This design comes from an exercise in tuning for small area, a short achievable clock period and few clock cycles per item on the open sky130 flow, not from production work. Only simulation tests tie the RTL to the original design; equivalence was not proved. No activity file was given, so power comes from the tool's default toggle rates.

==> design/flow/design.v <==
package desCtrlPkg;
   localparam int BlockW = 64;
   localparam int HalfW = 32;  
   localparam int KeyW = 64;  
   localparam int SubkeyW = 48;
   localparam int NumRounds = 16;
   localparam int RoundIdxW = 4;
   localparam int CdW = 56;  
   localparam int HalfCdW = 28;  
   typedef enum logic [2:0]
   {
      Idle,  
      Load,  
      Round,  
      Finish,  
      Done  
   } ctrlState;
endpackage
package desTablesPkg;
   localparam logic [447:0] ipTableV = {
      7'd58, 7'd50, 7'd42, 7'd34, 7'd26, 7'd18, 7'd10, 7'd2, 7'd60, 7'd52, 7'd44, 7'd36, 7'd28, 7'd20, 7'd12, 7'd4,
      7'd62, 7'd54, 7'd46, 7'd38, 7'd30, 7'd22, 7'd14, 7'd6, 7'd64, 7'd56, 7'd48, 7'd40, 7'd32, 7'd24, 7'd16, 7'd8,
      7'd57, 7'd49, 7'd41, 7'd33, 7'd25, 7'd17, 7'd9, 7'd1, 7'd59, 7'd51, 7'd43, 7'd35, 7'd27, 7'd19, 7'd11, 7'd3,
      7'd61, 7'd53, 7'd45, 7'd37, 7'd29, 7'd21, 7'd13, 7'd5, 7'd63, 7'd55, 7'd47, 7'd39, 7'd31, 7'd23, 7'd15, 7'd7};
   localparam logic [447:0] fpTableV = {
      7'd40, 7'd8, 7'd48, 7'd16, 7'd56, 7'd24, 7'd64, 7'd32, 7'd39, 7'd7, 7'd47, 7'd15, 7'd55, 7'd23, 7'd63, 7'd31,
      7'd38, 7'd6, 7'd46, 7'd14, 7'd54, 7'd22, 7'd62, 7'd30, 7'd37, 7'd5, 7'd45, 7'd13, 7'd53, 7'd21, 7'd61, 7'd29,
      7'd36, 7'd4, 7'd44, 7'd12, 7'd52, 7'd20, 7'd60, 7'd28, 7'd35, 7'd3, 7'd43, 7'd11, 7'd51, 7'd19, 7'd59, 7'd27,
      7'd34, 7'd2, 7'd42, 7'd10, 7'd50, 7'd18, 7'd58, 7'd26, 7'd33, 7'd1, 7'd41, 7'd9, 7'd49, 7'd17, 7'd57, 7'd25};
   localparam logic [335:0] eTableV = {
      7'd32, 7'd1, 7'd2, 7'd3, 7'd4, 7'd5, 7'd4, 7'd5, 7'd6, 7'd7, 7'd8, 7'd9, 7'd8, 7'd9, 7'd10, 7'd11,
      7'd12, 7'd13, 7'd12, 7'd13, 7'd14, 7'd15, 7'd16, 7'd17, 7'd16, 7'd17, 7'd18, 7'd19, 7'd20, 7'd21, 7'd20, 7'd21,
      7'd22, 7'd23, 7'd24, 7'd25, 7'd24, 7'd25, 7'd26, 7'd27, 7'd28, 7'd29, 7'd28, 7'd29, 7'd30, 7'd31, 7'd32, 7'd1};
   localparam logic [223:0] pTableV = {
      7'd16, 7'd7, 7'd20, 7'd21, 7'd29, 7'd12, 7'd28, 7'd17, 7'd1, 7'd15, 7'd23, 7'd26, 7'd5, 7'd18, 7'd31, 7'd10,
      7'd2, 7'd8, 7'd24, 7'd14, 7'd32, 7'd27, 7'd3, 7'd9, 7'd19, 7'd13, 7'd30, 7'd6, 7'd22, 7'd11, 7'd4, 7'd25};
   localparam logic [391:0] pc1TableV = {
      7'd57, 7'd49, 7'd41, 7'd33, 7'd25, 7'd17, 7'd9, 7'd1, 7'd58, 7'd50, 7'd42, 7'd34, 7'd26, 7'd18, 7'd10, 7'd2,
      7'd59, 7'd51, 7'd43, 7'd35, 7'd27, 7'd19, 7'd11, 7'd3, 7'd60, 7'd52, 7'd44, 7'd36, 7'd63, 7'd55, 7'd47, 7'd39,
      7'd31, 7'd23, 7'd15, 7'd7, 7'd62, 7'd54, 7'd46, 7'd38, 7'd30, 7'd22, 7'd14, 7'd6, 7'd61, 7'd53, 7'd45, 7'd37,
      7'd29, 7'd21, 7'd13, 7'd5, 7'd28, 7'd20, 7'd12, 7'd4};
   localparam logic [335:0] pc2TableV = {
      7'd14, 7'd17, 7'd11, 7'd24, 7'd1, 7'd5, 7'd3, 7'd28, 7'd15, 7'd6, 7'd21, 7'd10, 7'd23, 7'd19, 7'd12, 7'd4,
      7'd26, 7'd8, 7'd16, 7'd7, 7'd27, 7'd20, 7'd13, 7'd2, 7'd41, 7'd52, 7'd31, 7'd37, 7'd47, 7'd55, 7'd30, 7'd40,
      7'd51, 7'd45, 7'd33, 7'd48, 7'd44, 7'd49, 7'd39, 7'd56, 7'd34, 7'd53, 7'd46, 7'd42, 7'd50, 7'd36, 7'd29, 7'd32};
   localparam logic [111:0] shiftTableV = {
      7'd1, 7'd1, 7'd2, 7'd2, 7'd2, 7'd2, 7'd2, 7'd2, 7'd1, 7'd2, 7'd2, 7'd2, 7'd2, 7'd2, 7'd2, 7'd1};
   localparam logic [2047:0] sboxTableV = {
      4'd14, 4'd4, 4'd13, 4'd1, 4'd2, 4'd15, 4'd11, 4'd8, 4'd3, 4'd10, 4'd6, 4'd12, 4'd5, 4'd9, 4'd0, 4'd7,
      4'd0, 4'd15, 4'd7, 4'd4, 4'd14, 4'd2, 4'd13, 4'd1, 4'd10, 4'd6, 4'd12, 4'd11, 4'd9, 4'd5, 4'd3, 4'd8,
      4'd4, 4'd1, 4'd14, 4'd8, 4'd13, 4'd6, 4'd2, 4'd11, 4'd15, 4'd12, 4'd9, 4'd7, 4'd3, 4'd10, 4'd5, 4'd0,
      4'd15, 4'd12, 4'd8, 4'd2, 4'd4, 4'd9, 4'd1, 4'd7, 4'd5, 4'd11, 4'd3, 4'd14, 4'd10, 4'd0, 4'd6, 4'd13,
      4'd15, 4'd1, 4'd8, 4'd14, 4'd6, 4'd11, 4'd3, 4'd4, 4'd9, 4'd7, 4'd2, 4'd13, 4'd12, 4'd0, 4'd5, 4'd10,
      4'd3, 4'd13, 4'd4, 4'd7, 4'd15, 4'd2, 4'd8, 4'd14, 4'd12, 4'd0, 4'd1, 4'd10, 4'd6, 4'd9, 4'd11, 4'd5,
      4'd0, 4'd14, 4'd7, 4'd11, 4'd10, 4'd4, 4'd13, 4'd1, 4'd5, 4'd8, 4'd12, 4'd6, 4'd9, 4'd3, 4'd2, 4'd15,
      4'd13, 4'd8, 4'd10, 4'd1, 4'd3, 4'd15, 4'd4, 4'd2, 4'd11, 4'd6, 4'd7, 4'd12, 4'd0, 4'd5, 4'd14, 4'd9,
      4'd10, 4'd0, 4'd9, 4'd14, 4'd6, 4'd3, 4'd15, 4'd5, 4'd1, 4'd13, 4'd12, 4'd7, 4'd11, 4'd4, 4'd2, 4'd8,
      4'd13, 4'd7, 4'd0, 4'd9, 4'd3, 4'd4, 4'd6, 4'd10, 4'd2, 4'd8, 4'd5, 4'd14, 4'd12, 4'd11, 4'd15, 4'd1,
      4'd13, 4'd6, 4'd4, 4'd9, 4'd8, 4'd15, 4'd3, 4'd0, 4'd11, 4'd1, 4'd2, 4'd12, 4'd5, 4'd10, 4'd14, 4'd7,
      4'd1, 4'd10, 4'd13, 4'd0, 4'd6, 4'd9, 4'd8, 4'd7, 4'd4, 4'd15, 4'd14, 4'd3, 4'd11, 4'd5, 4'd2, 4'd12,
      4'd7, 4'd13, 4'd14, 4'd3, 4'd0, 4'd6, 4'd9, 4'd10, 4'd1, 4'd2, 4'd8, 4'd5, 4'd11, 4'd12, 4'd4, 4'd15,
      4'd13, 4'd8, 4'd11, 4'd5, 4'd6, 4'd15, 4'd0, 4'd3, 4'd4, 4'd7, 4'd2, 4'd12, 4'd1, 4'd10, 4'd14, 4'd9,
      4'd10, 4'd6, 4'd9, 4'd0, 4'd12, 4'd11, 4'd7, 4'd13, 4'd15, 4'd1, 4'd3, 4'd14, 4'd5, 4'd2, 4'd8, 4'd4,
      4'd3, 4'd15, 4'd0, 4'd6, 4'd10, 4'd1, 4'd13, 4'd8, 4'd9, 4'd4, 4'd5, 4'd11, 4'd12, 4'd7, 4'd2, 4'd14,
      4'd2, 4'd12, 4'd4, 4'd1, 4'd7, 4'd10, 4'd11, 4'd6, 4'd8, 4'd5, 4'd3, 4'd15, 4'd13, 4'd0, 4'd14, 4'd9,
      4'd14, 4'd11, 4'd2, 4'd12, 4'd4, 4'd7, 4'd13, 4'd1, 4'd5, 4'd0, 4'd15, 4'd10, 4'd3, 4'd9, 4'd8, 4'd6,
      4'd4, 4'd2, 4'd1, 4'd11, 4'd10, 4'd13, 4'd7, 4'd8, 4'd15, 4'd9, 4'd12, 4'd5, 4'd6, 4'd3, 4'd0, 4'd14,
      4'd11, 4'd8, 4'd12, 4'd7, 4'd1, 4'd14, 4'd2, 4'd13, 4'd6, 4'd15, 4'd0, 4'd9, 4'd10, 4'd4, 4'd5, 4'd3,
      4'd12, 4'd1, 4'd10, 4'd15, 4'd9, 4'd2, 4'd6, 4'd8, 4'd0, 4'd13, 4'd3, 4'd4, 4'd14, 4'd7, 4'd5, 4'd11,
      4'd10, 4'd15, 4'd4, 4'd2, 4'd7, 4'd12, 4'd9, 4'd5, 4'd6, 4'd1, 4'd13, 4'd14, 4'd0, 4'd11, 4'd3, 4'd8,
      4'd9, 4'd14, 4'd15, 4'd5, 4'd2, 4'd8, 4'd12, 4'd3, 4'd7, 4'd0, 4'd4, 4'd10, 4'd1, 4'd13, 4'd11, 4'd6,
      4'd4, 4'd3, 4'd2, 4'd12, 4'd9, 4'd5, 4'd15, 4'd10, 4'd11, 4'd14, 4'd1, 4'd7, 4'd6, 4'd0, 4'd8, 4'd13,
      4'd4, 4'd11, 4'd2, 4'd14, 4'd15, 4'd0, 4'd8, 4'd13, 4'd3, 4'd12, 4'd9, 4'd7, 4'd5, 4'd10, 4'd6, 4'd1,
      4'd13, 4'd0, 4'd11, 4'd7, 4'd4, 4'd9, 4'd1, 4'd10, 4'd14, 4'd3, 4'd5, 4'd12, 4'd2, 4'd15, 4'd8, 4'd6,
      4'd1, 4'd4, 4'd11, 4'd13, 4'd12, 4'd3, 4'd7, 4'd14, 4'd10, 4'd15, 4'd6, 4'd8, 4'd0, 4'd5, 4'd9, 4'd2,
      4'd6, 4'd11, 4'd13, 4'd8, 4'd1, 4'd4, 4'd10, 4'd7, 4'd9, 4'd5, 4'd0, 4'd15, 4'd14, 4'd2, 4'd3, 4'd12,
      4'd13, 4'd2, 4'd8, 4'd4, 4'd6, 4'd15, 4'd11, 4'd1, 4'd10, 4'd9, 4'd3, 4'd14, 4'd5, 4'd0, 4'd12, 4'd7,
      4'd1, 4'd15, 4'd13, 4'd8, 4'd10, 4'd3, 4'd7, 4'd4, 4'd12, 4'd5, 4'd6, 4'd11, 4'd0, 4'd14, 4'd9, 4'd2,
      4'd7, 4'd11, 4'd4, 4'd1, 4'd9, 4'd12, 4'd14, 4'd2, 4'd0, 4'd6, 4'd10, 4'd13, 4'd15, 4'd3, 4'd5, 4'd8,
      4'd2, 4'd1, 4'd14, 4'd7, 4'd4, 4'd10, 4'd8, 4'd13, 4'd15, 4'd12, 4'd9, 4'd0, 4'd3, 4'd5, 4'd6, 4'd11};
endpackage
module desSbox #(
   parameter int boxIdx = 0
) (
   input logic [5:0] sIn,
   output logic [3:0] sOut
);
   localparam logic [2047:0] sboxTableV = desTablesPkg::sboxTableV;
   logic [1:0] row;
   logic [3:0] col;
   if (boxIdx < 0 || boxIdx > 7)
   begin : gBadIdx
      $error("desSbox: boxIdx %0d out of range", boxIdx);
   end
   assign row = {sIn[5], sIn[0]};  
   assign col = sIn[4:1];  
   always_comb
   begin
      sOut = sboxTableV[4*(511 - (64*boxIdx + 32'({row, col}))) +: 4];
   end
endmodule
module desRoundFunction (
   input logic [desCtrlPkg::HalfW-1:0] rightHalf,
   input logic [desCtrlPkg::SubkeyW-1:0] subkey,
   output logic [desCtrlPkg::HalfW-1:0] fOut
);
   localparam int HalfW = desCtrlPkg::HalfW;
   localparam int SubkeyW = desCtrlPkg::SubkeyW;
   localparam logic [335:0] eTableV = desTablesPkg::eTableV;
   localparam logic [223:0] pTableV = desTablesPkg::pTableV;
   localparam int NumBoxes = 8;
   logic [SubkeyW-1:0] expanded;
   logic [SubkeyW-1:0] mixed;
   logic [HalfW-1:0] sCat;
   always_comb
   begin
      for (int i = 0; i < SubkeyW; i++)
      begin
         expanded[SubkeyW-1-i] = rightHalf[HalfW - eTableV[7*(47 - (i)) +: 7]];
      end
   end
   assign mixed = expanded ^ subkey;  
   for (genvar k = 0; k < NumBoxes; k++)
   begin : gBox
      desSbox #(
         .boxIdx(k)
      ) uSbox (
         .sIn(mixed[SubkeyW-1-6*k -: 6]),
         .sOut(sCat[HalfW-1-4*k -: 4])
      );
   end
   always_comb
   begin
      for (int i = 0; i < HalfW; i++)
      begin
         fOut[HalfW-1-i] = sCat[HalfW - pTableV[7*(31 - (i)) +: 7]];
      end
   end
endmodule
module desKeySchedule (
   input logic clk,
   input logic rstN,
   input logic load,
   input logic step,
   input logic decrypt,
   input logic [desCtrlPkg::RoundIdxW-1:0] roundIdx,
   input logic [desCtrlPkg::KeyW-1:0] key,
   output logic [desCtrlPkg::SubkeyW-1:0] subkey
);
   localparam int KeyW = desCtrlPkg::KeyW;
   localparam int SubkeyW = desCtrlPkg::SubkeyW;
   localparam int RoundIdxW = desCtrlPkg::RoundIdxW;
   localparam int CdW = desCtrlPkg::CdW;
   localparam int HalfCdW = desCtrlPkg::HalfCdW;
   localparam logic [391:0] pc1TableV = desTablesPkg::pc1TableV;
   localparam logic [335:0] pc2TableV = desTablesPkg::pc2TableV;
   localparam logic [111:0] shiftTableV = desTablesPkg::shiftTableV;
   logic [CdW-1:0] pc1Out;
   logic [CdW-1:0] cdCur;
   logic [HalfCdW-1:0] cReg, dReg;
   logic [HalfCdW-1:0] cCur, dCur;
   logic [RoundIdxW-1:0] decIdx;
   logic decryptQ;
   int encShift;
   int decShift;
   function automatic logic [HalfCdW-1:0] rotL(input logic [HalfCdW-1:0] x, input int n);
      rotL = (x << n) | (x >> (HalfCdW - n));
   endfunction
   function automatic logic [HalfCdW-1:0] rotR(input logic [HalfCdW-1:0] x, input int n);
      rotR = (x >> n) | (x << (HalfCdW - n));
   endfunction
   always_comb
   begin
      for (int i = 0; i < CdW; i++)
      begin
         pc1Out[CdW-1-i] = key[KeyW - pc1TableV[7*(55 - (i)) +: 7]];
      end
   end
   assign decIdx = '0 - roundIdx;  
   assign encShift = shiftTableV[7*(15 - (roundIdx)) +: 7];
   assign decShift = (roundIdx == '0) ? 0 : shiftTableV[7*(15 - (decIdx)) +: 7];
   assign cCur = decryptQ ? rotR(cReg, decShift) : rotL(cReg, encShift);
   assign dCur = decryptQ ? rotR(dReg, decShift) : rotL(dReg, encShift);
   assign cdCur = {cCur, dCur};
   always_comb
   begin
      for (int i = 0; i < SubkeyW; i++)
      begin
         subkey[SubkeyW-1-i] = cdCur[CdW - pc2TableV[7*(47 - (i)) +: 7]];
      end
   end
   always_ff @(posedge clk)
   begin
      if (!rstN)
         decryptQ <= 1'b0;
      else if (load)
         decryptQ <= decrypt;  
   end
   always_ff @(posedge clk)
   begin
      if (load)
      begin
         cReg <= pc1Out[CdW-1:HalfCdW];
         dReg <= pc1Out[HalfCdW-1:0];
      end
      else if (step)
      begin
         cReg <= cCur;  
         dReg <= dCur;
      end
   end
endmodule
module desDataPath (
   input logic clk,
   input logic rstN,
   input logic load,
   input logic step,
   input logic finish,
   input logic [desCtrlPkg::BlockW-1:0] block,
   input logic [desCtrlPkg::HalfW-1:0] fOut,
   output logic [desCtrlPkg::HalfW-1:0] rightHalf,
   output logic [desCtrlPkg::BlockW-1:0] result
);
   localparam int BlockW = desCtrlPkg::BlockW;
   localparam int HalfW = desCtrlPkg::HalfW;
   localparam logic [447:0] ipTableV = desTablesPkg::ipTableV;
   localparam logic [447:0] fpTableV = desTablesPkg::fpTableV;
   logic [BlockW-1:0] ipOut;
   logic [BlockW-1:0] fpIn;
   logic [BlockW-1:0] fpOut;
   logic [HalfW-1:0] lReg, rReg;
   always_comb
   begin
      for (int i = 0; i < BlockW; i++)
      begin
         ipOut[BlockW-1-i] = block[BlockW - ipTableV[7*(63 - (i)) +: 7]];
      end
   end
   assign fpIn = {rReg, lReg};  
   always_comb
   begin
      for (int i = 0; i < BlockW; i++)
      begin
         fpOut[BlockW-1-i] = fpIn[BlockW - fpTableV[7*(63 - (i)) +: 7]];
      end
   end
   always_ff @(posedge clk)
   begin
      if (load)
      begin
         lReg <= ipOut[BlockW-1:HalfW];
         rReg <= ipOut[HalfW-1:0];
      end
      else if (step)
      begin
         lReg <= rReg;
         rReg <= lReg ^ fOut;  
      end
   end
   always_ff @(posedge clk)
   begin
      if (!rstN)
         result <= '0;
      else if (finish)
         result <= fpOut;  
   end
   assign rightHalf = rReg;
endmodule
module desControl (
   input logic clk,
   input logic rstN,
   input logic req,
   output logic ack,
   output logic load,
   output logic step,
   output logic finish,
   output logic [desCtrlPkg::RoundIdxW-1:0] roundIdx
);
   localparam int NumRounds = desCtrlPkg::NumRounds;
   localparam int RoundIdxW = desCtrlPkg::RoundIdxW;
   desCtrlPkg::ctrlState state;
   logic ackQ;
   logic [RoundIdxW-1:0] roundCnt;
   always_ff @(posedge clk)
   begin
      if (!rstN)
      begin
         state <= desCtrlPkg::Idle;
         ackQ <= 1'b0;
         roundCnt <= '0;
      end
      else
      begin
         case (state)
            desCtrlPkg::Idle:
            begin
               if (req)
                  state <= desCtrlPkg::Load;
            end
            desCtrlPkg::Load:
            begin
               roundCnt <= '0;
               state <= desCtrlPkg::Round;
            end
            desCtrlPkg::Round:
            begin
               roundCnt <= roundCnt + 1'b1;  
               if (roundCnt == RoundIdxW'(NumRounds - 1))
                  state <= desCtrlPkg::Finish;
            end
            desCtrlPkg::Finish:
               state <= desCtrlPkg::Done;
            desCtrlPkg::Done:
            begin
               if (!ackQ)
                  ackQ <= 1'b1;
               else if (!req)
               begin
                  ackQ <= 1'b0;  
                  state <= desCtrlPkg::Idle;
               end
            end
            default:
               state <= desCtrlPkg::Idle;
         endcase
      end
   end
   assign load = (state == desCtrlPkg::Load);
   assign step = (state == desCtrlPkg::Round);
   assign finish = (state == desCtrlPkg::Finish);
   assign roundIdx = roundCnt;
   assign ack = ackQ;
endmodule
module desCore (
   input logic clk,
   input logic rstN,
   input logic req,
   output logic ack,
   input logic decrypt,
   input logic [desCtrlPkg::BlockW-1:0] block,
   input logic [desCtrlPkg::KeyW-1:0] key,
   output logic [desCtrlPkg::BlockW-1:0] result
);
   localparam int HalfW = desCtrlPkg::HalfW;
   localparam int SubkeyW = desCtrlPkg::SubkeyW;
   localparam int RoundIdxW = desCtrlPkg::RoundIdxW;
   logic load;
   logic step;
   logic finish;
   logic [RoundIdxW-1:0] roundIdx;
   logic [SubkeyW-1:0] subkey;
   logic [HalfW-1:0] rightHalf;
   logic [HalfW-1:0] fOut;
   desControl uControl (
      .clk(clk),
      .rstN(rstN),
      .req(req),
      .ack(ack),
      .load(load),
      .step(step),
      .finish(finish),
      .roundIdx(roundIdx)
   );
   desKeySchedule uKeySchedule (
      .clk(clk),
      .rstN(rstN),
      .load(load),
      .step(step),
      .decrypt(decrypt),
      .roundIdx(roundIdx),
      .key(key),
      .subkey(subkey)
   );
   desRoundFunction uRoundFunction (
      .rightHalf(rightHalf),
      .subkey(subkey),
      .fOut(fOut)
   );
   desDataPath uDataPath (
      .clk(clk),
      .rstN(rstN),
      .load(load),
      .step(step),
      .finish(finish),
      .block(block),
      .fOut(fOut),
      .rightHalf(rightHalf),
      .result(result)
   );
endmodule
==> design/flow/run.sh <==
#!/bin/bash
# synth_recipe.tcl (not shown) runs the flow's synth.tcl, then flattens the netlist and writes it again
# the make line also repeats each setting of config.mk as NAME=value (left out here)
make -C /OpenROAD-flow-scripts/flow DESIGN_CONFIG=/design/flow/config.mk WORK_HOME=/design/flow/orfs CLKGATE_MAP_FILE= SYNTH_SCRIPT=/design/flow/synth_recipe.tcl finish
==> design/flow/config.mk <==
export PLATFORM = sky130hd
export DESIGN_NAME = desCore
export DESIGN_NICKNAME = desCore
export VERILOG_FILES = /design/flow/design.v
export SDC_FILE = /design/flow/constraint.sdc
export NUM_CORES = 4
export LEC_CHECK = 0
export ABC_AREA = 1
export CAP_MARGIN = 20
export CORE_MARGIN = 2
export CORE_UTILIZATION = 40
export SLEW_MARGIN = 20
==> design/flow/constraint.sdc <==
create_clock -name core_clock -period 10.0 [get_ports {clk}]
set_input_delay 2.0000 -clock core_clock [delete_from_list [all_inputs] [get_ports {clk}]]
set_output_delay 2.0000 -clock core_clock [all_outputs]
set_load 0.01 [all_outputs]
==> results.sh, run 1 <==
export IMPL_drive_gt1_share_pct=5.36
export IMPL_area_growth_syn_to_layout_pct=9.15
export IMPL_drt_total_wl_um=137000
export IMPL_powerDensity_nw_per_um2=424
export IMPL_intPower_mw=4.62
export IMPL_p_comb_share_pct=82.3
export IMPL_status="no timing/DRC/antenna violations"
export IMPL_slowest_delay_ps=680
export IMPL_seq_area_frac_synth_pct=17.9
export IMPL_p_switching_mw=8.43
export IMPL_synth_cell_type_count=63
export IMPL_reg2regPathDepth=49
export IMPL_grt_overflow=0
export IMPL_antenna_found_initial=6
export IMPL_r2r_slack_ps=900
export IMPL_nNetsFinal=5268
export IMPL_crit_path_end_kind="register"
export IMPL_cts_path_max_buffers=2
export IMPL_grt_usage_pct=36.2
export IMPL_swShare_pct=64.6
export IMPL_wire_per_inst_um=22.8
export IMPL_drtIter0Drc=5078
export IMPL_grt_pass1_vias=32000
export IMPL_setup_violations=0
export IMPL_cp_start_kind="register"
export IMPL_p_clk_share_pct=5.7
export IMPL_cts_tree="built"
export IMPL_synthMuxAreaShare_pct=0.0709
export IMPL_crit_family="simple AND/OR/NAND/NOR gates"
export IMPL_grt_start_max_net_pins=201
export IMPL_dr_pass1_iters=9
export IMPL_dominantRegCellSynth="edfxtp_1"
export IMPL_tns_ps=0
export IMPL_synthAdderAreaFrac_pct=3.69
export IMPL_final_cells=6016
export IMPL_ant_nets=0
export IMPL_hp_class="register to register"
export IMPL_vias=36000
export IMPL_worstSetupEndpoint="uDataPath.rReg[25]$_DFFE_PP_"
export IMPL_drc=0
export IMPL_critPathBufInv=8
export IMPL_crit_path_frequent_cell="nand2_1"
export IMPL_p_seq_share_pct=12.0
export IMPL_post_cts_buffers=0
export IMPL_synth_area_top_cells="nand2_1, nand3_1, edfxtp_1"
export IMPL_final_area_um2=30800
export IMPL_async_flop_share_pct=0
export IMPL_clock_latency_ps=510
export IMPL_h_tree_depth=4
export IMPL_synth_edf_count=120
export IMPL_relSlewSlack_pct=29.7
export IMPL_syn_nets=5319
export IMPL_cts_hold_buf=0
export IMPL_syn_area_um2=28200
export IMPL_core_um2=69900
export IMPL_cp_arrival_ps=9360
export IMPL_ir_drop_mv=0.238
export IMPL_die_height_um=270
export IMPL_globalplace_congestion=1.02
export IMPL_timing_rr_start="uControl.roundCnt[2]$_SDFFE_PN0P_"
export IMPL_vias_per_cell=5.99
export IMPL_cts_sinks=193
export IMPL_finalCritPeriodShare_pct=91.0
export IMPL_rsz0062_at_grt="false"
export IMPL_synth_seq_cells=193
export IMPL_rows=97
export IMPL_synth_compound_area_share_pct=15.3
export IMPL_slowest_stage="fa_2"
export IMPL_drv_slew=0
export IMPL_fin_skew_ps=23.8
export IMPL_die_area_um2=72700
export IMPL_dpl_cell_area_um2=30200
export IMPL_start_util_pct=40.4
export IMPL_max_freq_mhz=110
export IMPL_io_buffers=188
export IMPL_synth_top_family_by_area="simple AND/OR/NAND/NOR gates"
export IMPL_synth_top_area_share_pct=24.8
export IMPL_path_max_fanout=39
export IMPL_pin_count=197
export IMPL_synth_top_area_cell="nand2_1"
export IMPL_dp_final_hpwl_um=105000
export IMPL_regToRegEndpoint="uDataPath.rReg[25]$_DFFE_PP_"
export IMPL_synth_simple_gate_area_share_pct=52.1
export IMPL_dp_cells=5978
export IMPL_cap_violations=0
export IMPL_synth_avg_cell_area_um2=5.52
export IMPL_synth_warnings=12
export IMPL_clock_root_buffer="clkbuf_16"
export IMPL_cts_buffers=17
export IMPL_cp_required_ps=10260
export IMPL_die_x_um=270
export IMPL_leakagePower_nw=14.5
export IMPL_period_needed_ps=9100
export IMPL_worstMarginPinSlew_ps=1050
export IMPL_cp_depth=49
export IMPL_finalHoldViolCount=0
export IMPL_clkTransAtPathRegs_ps=100
export IMPL_syn_inst=5108
export IMPL_path_class="register to register"
export IMPL_synth_xor_area_share_pct=0.510
export IMPL_grt_pass1_wl_um=201000
export IMPL_cp_startpoint="uControl.roundCnt[2]$_SDFFE_PN0P_"
synth_stat cells (8+ instances only):
cell	number
o211ai_1	54
nor3_1	12
buf_6	21
a31oi_1	27
inv_2	41
nand3b_1	17
a21oi_1	184
o21ai_0	403
inv_1	298
clkbuf_1	121
nand2_2	38
nand3_2	17
nand2_1	1866
o221ai_1	8
o21ai_1	40
nand3_1	1027
or2_2	12
buf_2	110
nor2_2	19
nor2_4	9
nand4_1	77
dfxtp_1	73
and2_1	9
o22ai_1	11
ha_1	72
buf_4	34
nor2_1	262
edfxtp_1	120
buf_1	33
routing by layer:
layer / track usage, % / vias up / part of all wire [%] / wire [µm]
met1: 49.7 / 16600 / 42 / 57000
li1: - / 17000 / - / -
met2: 54.1 / 2064 / 42 / 57100
met4: 16.8 / 2 / 5.4 / 7430
met3: 7.46 / 341 / 11 / 15400
met5: 0 / - / 0.0095 / 13
flip-flops by register name, indices dropped and copies added (netlist names), 3 cells and up:
| name | flops |
|---|---|
| uControl.roundCnt | 4 |
| uControl.state | 3 |
| uDataPath.lReg | 32 |
| uDataPath.rReg | 32 |
| uDataPath.result | 64 |
| uKeySchedule.cReg | 28 |
| uKeySchedule.dReg | 28 |
how the worst min path moves through the flow:
| stage | cells past startpoint | to | slack [ps] | startpoint |
|---|---|---|---|---|
| floorplan | 2 | uDataPath.result[11]$_SDFFE_PN0P_ | 490 | uDataPath.lReg[14]$_DFFE_PP_ |
| global placement | 2 | uDataPath.result[35]$_SDFFE_PN0P_ | 500 | uDataPath.result[35]$_SDFFE_PN0P_ |
| detailed placement | 2 | uControl.ackQ$_SDFFE_PN0P_ | 500 | uControl.ackQ$_SDFFE_PN0P_ |
| CTS | 2 | uControl.ackQ$_SDFFE_PN0P_ | 520 | uControl.ackQ$_SDFFE_PN0P_ |
| global route | 2 | uControl.ackQ$_SDFFE_PN0P_ | 540 | uControl.ackQ$_SDFFE_PN0P_ |
| finish | 2 | uControl.ackQ$_SDFFE_PN0P_ | 520 | uControl.ackQ$_SDFFE_PN0P_ |
cell type report:
type                            count  area, µm²
Antenna cell                        6       15.0
Clock buffer                       18        429
Clock inverter                     14        141
Fill cell                        8041      39100
Inverter                          343       1300
Multi-Input combinational cell   4253      20300
Sequential cell                   193       5070
Tap cell                          940       1180
Timing Repair Buffer              249       2350
timing repair:
action	4_1_cts	5_1_grt
endpoints found under the setup margin	0	9
endpoints found under the hold margin	0	0
gates resized for setup	0	4
logic make-up after synthesis:
logic type | Yosys count
simple gates | 3380
compound gates | 782
buf+inv | 662
flops | 193
fa+ha+maj | 79
mux | 2
xor+xnor | 10
placed cells by master (no fill, tap or decap), types with 40 or more instances in the layout:
cell type	synthesis	final
edfxtp_1	120	120
nor2_1	262	261
nand4_1	77	77
inv_2	41	42
clkdlybuf4s50_1	0	187
buf_4	34	59
nand3_1	1027	1025
o211ai_1	54	54
a21oi_1	184	184
o21ai_1	40	40
o21ai_0	403	403
ha_1	72	72
nand2_1	1866	1863
inv_1	298	297
dfxtp_1	73	71
power by group through the flow:
stage	Clock [mW]	Combinational, mW	Sequential (mW)
global route	0.768	11.9	1.56
detailed placement	0	10.4	1.55
global placement	0	10.4	1.56
floorplan	0	7.74	1.35
finish	0.746	10.7	1.57
CTS	0.747	10.4	1.54
tightest hold or removal path, delay by kind of cell, from the launching register on:
family | cells | cell delay, ps
AO/OA/AOI/OAI | 1 | 60
flip-flops | 1 | 350
AND/OR/NAND/NOR | 1 | 70
per-stage QoR:
| step | power (mW) | setup slack, ps | hold slack [ps] | utilization (%) |
|---|---|---|---|---|
| 2_1_floorplan | 9.09 | 2430 | 489 | - |
| 3_3_place_gp | 11.9 | 849 | 503 | 43.2 |
| 3_5_place_dp | 11.9 | 731 | 495 | 43.2 |
| 4_1_cts | 12.7 | 689 | 516 | 44.0 |
| 5_1_grt | 14.2 | 226 | 537 | 44.1 |
| 6_report | 13.1 | 896 | 519 | 44.1 |
Testbench counts, summed over its fixed seeds: cycles 8,832, items 384.
==> inputs of run 2 (changes only) <==
--- a/design/flow/design.v
+++ b/design/flow/design.v
@@ -139,36 +139,24 @@
 endmodule
 module desKeySchedule (
    input logic clk,
-   input logic rstN,
    input logic load,
-   input logic step,
+   input logic shiftOne,
    input logic decrypt,
-   input logic [desCtrlPkg::RoundIdxW-1:0] roundIdx,
    input logic [desCtrlPkg::KeyW-1:0] key,
    output logic [desCtrlPkg::SubkeyW-1:0] subkey
 );
    localparam int KeyW = desCtrlPkg::KeyW;
    localparam int SubkeyW = desCtrlPkg::SubkeyW;
-   localparam int RoundIdxW = desCtrlPkg::RoundIdxW;
    localparam int CdW = desCtrlPkg::CdW;
    localparam int HalfCdW = desCtrlPkg::HalfCdW;
    localparam logic [391:0] pc1TableV = desTablesPkg::pc1TableV;
    localparam logic [335:0] pc2TableV = desTablesPkg::pc2TableV;
-   localparam logic [111:0] shiftTableV = desTablesPkg::shiftTableV;
    logic [CdW-1:0] pc1Out;
-   logic [CdW-1:0] cdCur;
+   logic [HalfCdW-1:0] c0, d0;
    logic [HalfCdW-1:0] cReg, dReg;
-   logic [HalfCdW-1:0] cCur, dCur;
-   logic [RoundIdxW-1:0] decIdx;
+   logic [HalfCdW-1:0] cLoad, dLoad, cNext, dNext;
+   logic [CdW-1:0] cdCur;
    logic decryptQ;
-   int encShift;
-   int decShift;
-   function automatic logic [HalfCdW-1:0] rotL(input logic [HalfCdW-1:0] x, input int n);
-      rotL = (x << n) | (x >> (HalfCdW - n));
-   endfunction
-   function automatic logic [HalfCdW-1:0] rotR(input logic [HalfCdW-1:0] x, input int n);
-      rotR = (x >> n) | (x << (HalfCdW - n));
-   endfunction
    always_comb
    begin
       for (int i = 0; i < CdW; i++)
@@ -176,46 +164,58 @@
          pc1Out[CdW-1-i] = key[KeyW - pc1TableV[7*(55 - (i)) +: 7]];
       end
    end
-   assign decIdx = '0 - roundIdx;  
-   assign encShift = shiftTableV[7*(15 - (roundIdx)) +: 7];
-   assign decShift = (roundIdx == '0) ? 0 : shiftTableV[7*(15 - (decIdx)) +: 7];
-   assign cCur = decryptQ ? rotR(cReg, decShift) : rotL(cReg, encShift);
-   assign dCur = decryptQ ? rotR(dReg, decShift) : rotL(dReg, encShift);
-   assign cdCur = {cCur, dCur};
+   assign c0 = pc1Out[CdW-1:HalfCdW];
+   assign d0 = pc1Out[HalfCdW-1:0];
+   assign cLoad = decrypt ? c0 : {c0[HalfCdW-2:0], c0[HalfCdW-1]};
+   assign dLoad = decrypt ? d0 : {d0[HalfCdW-2:0], d0[HalfCdW-1]};
    always_comb
    begin
-      for (int i = 0; i < SubkeyW; i++)
-      begin
-         subkey[SubkeyW-1-i] = cdCur[CdW - pc2TableV[7*(47 - (i)) +: 7]];
-      end
-   end
-   always_ff @(posedge clk)
-   begin
-      if (!rstN)
-         decryptQ <= 1'b0;
-      else if (load)
-         decryptQ <= decrypt;  
+      case ({decryptQ, shiftOne})
+         2'b00: begin
+            cNext = {cReg[HalfCdW-3:0], cReg[HalfCdW-1:HalfCdW-2]};
+            dNext = {dReg[HalfCdW-3:0], dReg[HalfCdW-1:HalfCdW-2]};
+         end
+         2'b01: begin
+            cNext = {cReg[HalfCdW-2:0], cReg[HalfCdW-1]};
+            dNext = {dReg[HalfCdW-2:0], dReg[HalfCdW-1]};
+         end
+         2'b10: begin
+            cNext = {cReg[1:0], cReg[HalfCdW-1:2]};
+            dNext = {dReg[1:0], dReg[HalfCdW-1:2]};
+         end
+         default: begin
+            cNext = {cReg[0], cReg[HalfCdW-1:1]};
+            dNext = {dReg[0], dReg[HalfCdW-1:1]};
+         end
+      endcase
    end
    always_ff @(posedge clk)
    begin
       if (load)
       begin
-         cReg <= pc1Out[CdW-1:HalfCdW];
-         dReg <= pc1Out[HalfCdW-1:0];
+         decryptQ <= decrypt;
+         cReg <= cLoad;
+         dReg <= dLoad;
       end
-      else if (step)
+      else
+      begin
+         cReg <= cNext;
+         dReg <= dNext;
+      end
+   end
+   assign cdCur = {cReg, dReg};
+   always_comb
+   begin
+      for (int i = 0; i < SubkeyW; i++)
       begin
-         cReg <= cCur;  
-         dReg <= dCur;
+         subkey[SubkeyW-1-i] = cdCur[CdW - pc2TableV[7*(47 - (i)) +: 7]];
       end
    end
 endmodule
 module desDataPath (
    input logic clk,
-   input logic rstN,
    input logic load,
    input logic step,
-   input logic finish,
    input logic [desCtrlPkg::BlockW-1:0] block,
    input logic [desCtrlPkg::HalfW-1:0] fOut,
    output logic [desCtrlPkg::HalfW-1:0] rightHalf,
@@ -227,7 +227,6 @@
    localparam logic [447:0] fpTableV = desTablesPkg::fpTableV;
    logic [BlockW-1:0] ipOut;
    logic [BlockW-1:0] fpIn;
-   logic [BlockW-1:0] fpOut;
    logic [HalfW-1:0] lReg, rReg;
    always_comb
    begin
@@ -236,14 +235,6 @@
          ipOut[BlockW-1-i] = block[BlockW - ipTableV[7*(63 - (i)) +: 7]];
       end
    end
-   assign fpIn = {rReg, lReg};  
-   always_comb
-   begin
-      for (int i = 0; i < BlockW; i++)
-      begin
-         fpOut[BlockW-1-i] = fpIn[BlockW - fpTableV[7*(63 - (i)) +: 7]];
-      end
-   end
    always_ff @(posedge clk)
    begin
       if (load)
@@ -257,12 +248,13 @@
          rReg <= lReg ^ fOut;  
       end
    end
-   always_ff @(posedge clk)
+   assign fpIn = {rReg, lReg};  
+   always_comb
    begin
-      if (!rstN)
-         result <= '0;
-      else if (finish)
-         result <= fpOut;  
+      for (int i = 0; i < BlockW; i++)
+      begin
+         result[BlockW-1-i] = fpIn[BlockW - fpTableV[7*(63 - (i)) +: 7]];
+      end
    end
    assign rightHalf = rReg;
 endmodule
@@ -273,62 +265,44 @@
    output logic ack,
    output logic load,
    output logic step,
-   output logic finish,
-   output logic [desCtrlPkg::RoundIdxW-1:0] roundIdx
+   output logic shiftOne
 );
-   localparam int NumRounds = desCtrlPkg::NumRounds;
-   localparam int RoundIdxW = desCtrlPkg::RoundIdxW;
-   desCtrlPkg::ctrlState state;
+   logic run;
    logic ackQ;
-   logic [RoundIdxW-1:0] roundCnt;
+   logic [3:0] roundCnt;
    always_ff @(posedge clk)
    begin
       if (!rstN)
       begin
-         state <= desCtrlPkg::Idle;
+         run <= 1'b0;
          ackQ <= 1'b0;
-         roundCnt <= '0;
       end
-      else
+      else if (!run && !ackQ)
       begin
-         case (state)
-            desCtrlPkg::Idle:
-            begin
-               if (req)
-                  state <= desCtrlPkg::Load;
-            end
-            desCtrlPkg::Load:
-            begin
-               roundCnt <= '0;
-               state <= desCtrlPkg::Round;
-            end
-            desCtrlPkg::Round:
-            begin
-               roundCnt <= roundCnt + 1'b1;  
-               if (roundCnt == RoundIdxW'(NumRounds - 1))
-                  state <= desCtrlPkg::Finish;
-            end
-            desCtrlPkg::Finish:
-               state <= desCtrlPkg::Done;
-            desCtrlPkg::Done:
-            begin
-               if (!ackQ)
-                  ackQ <= 1'b1;
-               else if (!req)
-               begin
-                  ackQ <= 1'b0;  
-                  state <= desCtrlPkg::Idle;
-               end
-            end
-            default:
-               state <= desCtrlPkg::Idle;
-         endcase
-      end
-   end
-   assign load = (state == desCtrlPkg::Load);
-   assign step = (state == desCtrlPkg::Round);
-   assign finish = (state == desCtrlPkg::Finish);
-   assign roundIdx = roundCnt;
+         if (req)
+            run <= 1'b1;
+      end
+      else if (run)
+      begin
+         if (roundCnt == 4'd15)
+         begin
+            run <= 1'b0;
+            ackQ <= 1'b1;
+         end
+      end
+      else if (!req)
+         ackQ <= 1'b0;  
+   end
+   always_ff @(posedge clk)
+   begin
+      if (!run)
+         roundCnt <= '0;
+      else
+         roundCnt <= roundCnt + 1'b1;
+   end
+   assign load = !run && !ackQ;
+   assign step = run;
+   assign shiftOne = (roundCnt == 4'd0) || (roundCnt == 4'd7) || (roundCnt == 4'd14);
    assign ack = ackQ;
 endmodule
 module desCore (
@@ -343,11 +317,9 @@
 );
    localparam int HalfW = desCtrlPkg::HalfW;
    localparam int SubkeyW = desCtrlPkg::SubkeyW;
-   localparam int RoundIdxW = desCtrlPkg::RoundIdxW;
    logic load;
    logic step;
-   logic finish;
-   logic [RoundIdxW-1:0] roundIdx;
+   logic shiftOne;
    logic [SubkeyW-1:0] subkey;
    logic [HalfW-1:0] rightHalf;
    logic [HalfW-1:0] fOut;
@@ -358,16 +330,13 @@
       .ack(ack),
       .load(load),
       .step(step),
-      .finish(finish),
-      .roundIdx(roundIdx)
+      .shiftOne(shiftOne)
    );
    desKeySchedule uKeySchedule (
       .clk(clk),
-      .rstN(rstN),
       .load(load),
-      .step(step),
+      .shiftOne(shiftOne),
       .decrypt(decrypt),
-      .roundIdx(roundIdx),
       .key(key),
       .subkey(subkey)
    );
@@ -378,10 +347,8 @@
    );
    desDataPath uDataPath (
       .clk(clk),
-      .rstN(rstN),
       .load(load),
       .step(step),
-      .finish(finish),
       .block(block),
       .fOut(fOut),
       .rightHalf(rightHalf),
==> run 2 against run 1 <==
Cell count is 56% lower. Highest routed layer is now met4. Global-route usage is 6.8 points lower. Power is 74% lower. Critical path type is now register to output pin. Die area is 55% lower. Worst setup slack improved by 5200 ps. First-iteration DRC count fell by 66%. Non-clock buffer count fell by 52.
==> results.sh, run 2 <==
export IMPL_finalHoldViolCount=0
export IMPL_synth_top_area_share_pct=23.2
export IMPL_crit_path_end_kind="output pin"
export IMPL_dominantRegCellSynth="edfxtp_1"
export IMPL_rows=64
export IMPL_die_x_um=181
export IMPL_antenna_found_initial=0
export IMPL_dr_pass1_iters=6
export IMPL_status="no timing/DRC/antenna violations"
export IMPL_synth_top_area_cell="nand2_1"
export IMPL_mostFrequentLayoutCell="nand2_1"
export IMPL_slowest_delay_ps=760
export IMPL_relSlewSlack_pct=30.5
export IMPL_crit_family="flip-flops"
export IMPL_cap_violations=0
export IMPL_cp_start_kind="register"
export IMPL_die_height_um=181
export IMPL_hold_start="uControl.roundCnt[0]$_SDFF_PN0_"
export IMPL_syn_area_um2=12500
export IMPL_powerDensity_nw_per_um2=229
export IMPL_syn_inst=2104
export IMPL_path_class="register to output pin"
export IMPL_nNetsFinal=2427
export IMPL_core_um2=30700
export IMPL_grt_usage_pct=29.4
export IMPL_clock_latency_ps=450
export IMPL_drt_total_wl_um=49000
export IMPL_max_freq_mhz=259
export IMPL_vias_per_cell=5.59
export IMPL_hold_path_depth=1
export IMPL_cts_sinks=127
export IMPL_worstMarginPinSlew_ps=1040
export IMPL_rsz0062_at_grt="false"
export IMPL_tns_ps=0
export IMPL_leakagePower_nw=7.36
export IMPL_hp_class="register to register"
export IMPL_setup_violations=0
export IMPL_synth_area_top_cells="nand2_1, edfxtp_1, nand3_1"
export IMPL_synth_avg_cell_area_um2=5.93
export IMPL_netlist_top_cells_count="nand2_1, nand3_1, inv_1"
export IMPL_cts_path_max_buffers=2
export IMPL_clock_root_buffer="clkbuf_16"
export IMPL_io_buffers=188
export IMPL_ant_nets=0
export IMPL_grt_pass1_wl_um=75500
export IMPL_drtIter0Drc=1736
export IMPL_synth_cell_type_count=31
export IMPL_period_needed_ps=3860
export IMPL_path_max_fanout=5
export IMPL_globalplace_congestion=0.961
export IMPL_drive_gt1_share_pct=3.16
export IMPL_cp_arrival_ps=1860
export IMPL_h_tree_depth=4
export IMPL_seq_area_frac_synth_pct=25.6
export IMPL_slowest_stage="edfxtp_1"
export IMPL_final_area_um2=15100
export IMPL_synth_warnings=12
export IMPL_cts_buffers=17
export IMPL_wire_per_inst_um=18.6
export IMPL_post_cts_resize_count=0
export IMPL_critPathBufInv=1
export IMPL_crit_path_cell_trace="clkdlybuf4s50_1"
export IMPL_grt_overflow=0
export IMPL_dp_final_hpwl_um=37100
export IMPL_pin_count=197
export IMPL_async_flop_share_pct=0
export IMPL_p_total_mw=3.46
export IMPL_r2r_slack_ps=6960
export IMPL_cp_required_ps=8000
export IMPL_grt_start_max_net_pins=81
export IMPL_drc=0
export IMPL_grt_pass1_vias=13200
export IMPL_ir_drop_mv=0.143
export IMPL_clkTransAtPathRegs_ps=70
export IMPL_n_antenna_cell=0
export IMPL_final_core_util_pct=49.3
export IMPL_regToRegEndpoint="uKeySchedule.cReg[4]$_DFF_P_"
export IMPL_post_cts_buffers=0
export IMPL_synth_most_common_cell="nand2_1"
export IMPL_final_cell_mix="nand2_1, nand3_1, inv_1"
export IMPL_start_util_pct=40.7
export IMPL_syn_nets=2300
export IMPL_dpl_cell_area_um2=14600
export IMPL_die_area_um2=32600
export IMPL_nFillCells=3282
export IMPL_largestRegisters="uDataPath.lReg (32), uDataPath.rReg (32)"
export IMPL_drv_slew=0
export IMPL_synth_edf_count=65
export IMPL_min_to="uControl.roundCnt[0]$_SDFF_PN0_"
export IMPL_reg2regPathDepth=7
export IMPL_timing_rr_start="uControl.run$_SDFFE_PN0P_"
export IMPL_vias=14700
export IMPL_fin_skew_ps=24.7
export IMPL_cts_tree="built"
export IMPL_cts_hold_buf=0
export IMPL_finalCritPeriodShare_pct=38.6
export IMPL_area_growth_syn_to_layout_pct=21.1
export IMPL_synth_seq_cells=127
## run 2: final cells by class
| cell class | count | area [µm²] | share of cell area [%] |
|---|---|---|---|
| multi-input cells | 1661 | 8070 | 53.4 |
| flip-flops and latches | 127 | 3190 | 21.1 |
| repair buffers | 197 | 1950 | 12.9 |
| inverters | 227 | 852 | 5.64 |
| well taps | 396 | 495 | 3.28 |
| clock buffers | 17 | 425 | 2.81 |
| clock inverters | 15 | 134 | 0.886 |
## run 2: kinds of logic after synthesis
kind of cell               Yosys count  synth area share, %
AOI/OAI and AO/OA                  334                 14.6
xor gates and xnor gates            20                 2.01
adders and majority gates           64                 6.42
buffers and inverters              316                 9.95
DFF                                127                 25.6
and+or+nand+nor                   1243                 41.4
## run 2: through the flow
step                      setup WS, ps  std cells  hold slack [ps]
after CTS                         6120       2640              471
after detailed placement          5830       2608              456
after floorplan                   7090       2104              430
after global placement            5870       2608              450
final                             6140       2640              473
after global routing              6070       2640              494
## run 2: worst max path at each step
stage	startpoint	endpoint	cells after the start
4_1_cts	uDataPath.rReg[15]$_DFFE_PP_	result[2]	1
3_3_place_gp	decrypt	uKeySchedule.cReg[9]$_DFF_P_	7
6_report	uDataPath.rReg[15]$_DFFE_PP_	result[2]	1
3_5_place_dp	decrypt	uKeySchedule.cReg[9]$_DFF_P_	7
5_1_grt	decrypt	uKeySchedule.cReg[9]$_DFF_P_	7
2_1_floorplan	decrypt	uKeySchedule.dReg[10]$_DFF_P_	6
## run 2: power breakdown
| group | switching [mW] | internal [mW] | total (mW) |
|---|---|---|---|
| Clock | 0.272 | 0.345 | 0.616 |
| Sequential | 0.160 | 0.652 | 0.812 |
| Combinational | 1.33 | 0.700 | 2.03 |
| Total | 1.76 | 1.70 | 3.46 |
## run 2: layer usage
metal / GRT usage (%) / share of wire [%]
met1: 42.7 / 45
met2: 44.5 / 43
met3: 4.18 / 8.4
met4: 9.90 / 3.3
met5: 0 / 0
Testbench counts of run 2, summed over its fixed seeds: cycles 7,680, items 384.

==> static timing again, ports no longer ideal <==
Ports are ideal in the flow. The routed layouts listed here were re-timed in OpenROAD.
Step 1, drivers: a clkbuf_16 drives clk and a buf_2 each remaining input, both assumed.
Step 2, shift: input delay + t, output delay - t, t = (earliest + latest rising clock arrival at the registers) / 2. This alone moves slack from input paths to output paths.
Three values: ideal ports, drivers, drivers and shift; two values: the first two.
run	t (ns)	setup slack, ns	latest minus earliest clock arrival (ns)	worst register clock-pin slew, ns	pins driven straight from the clock port
run 1	0.562	0.896 / 0.896 / 0.896	0.024 / 0.024	0.11 / 0.11	1
run 2	0.485	6.139 / 6.088 / 5.788	0.024 / 0.025	0.07 / 0.07	1
After both steps setup and hold are still met in every run listed. The setup slack of run 2, which loses most, moves by -0.051 ns with the drivers and by -0.351 ns with both steps.
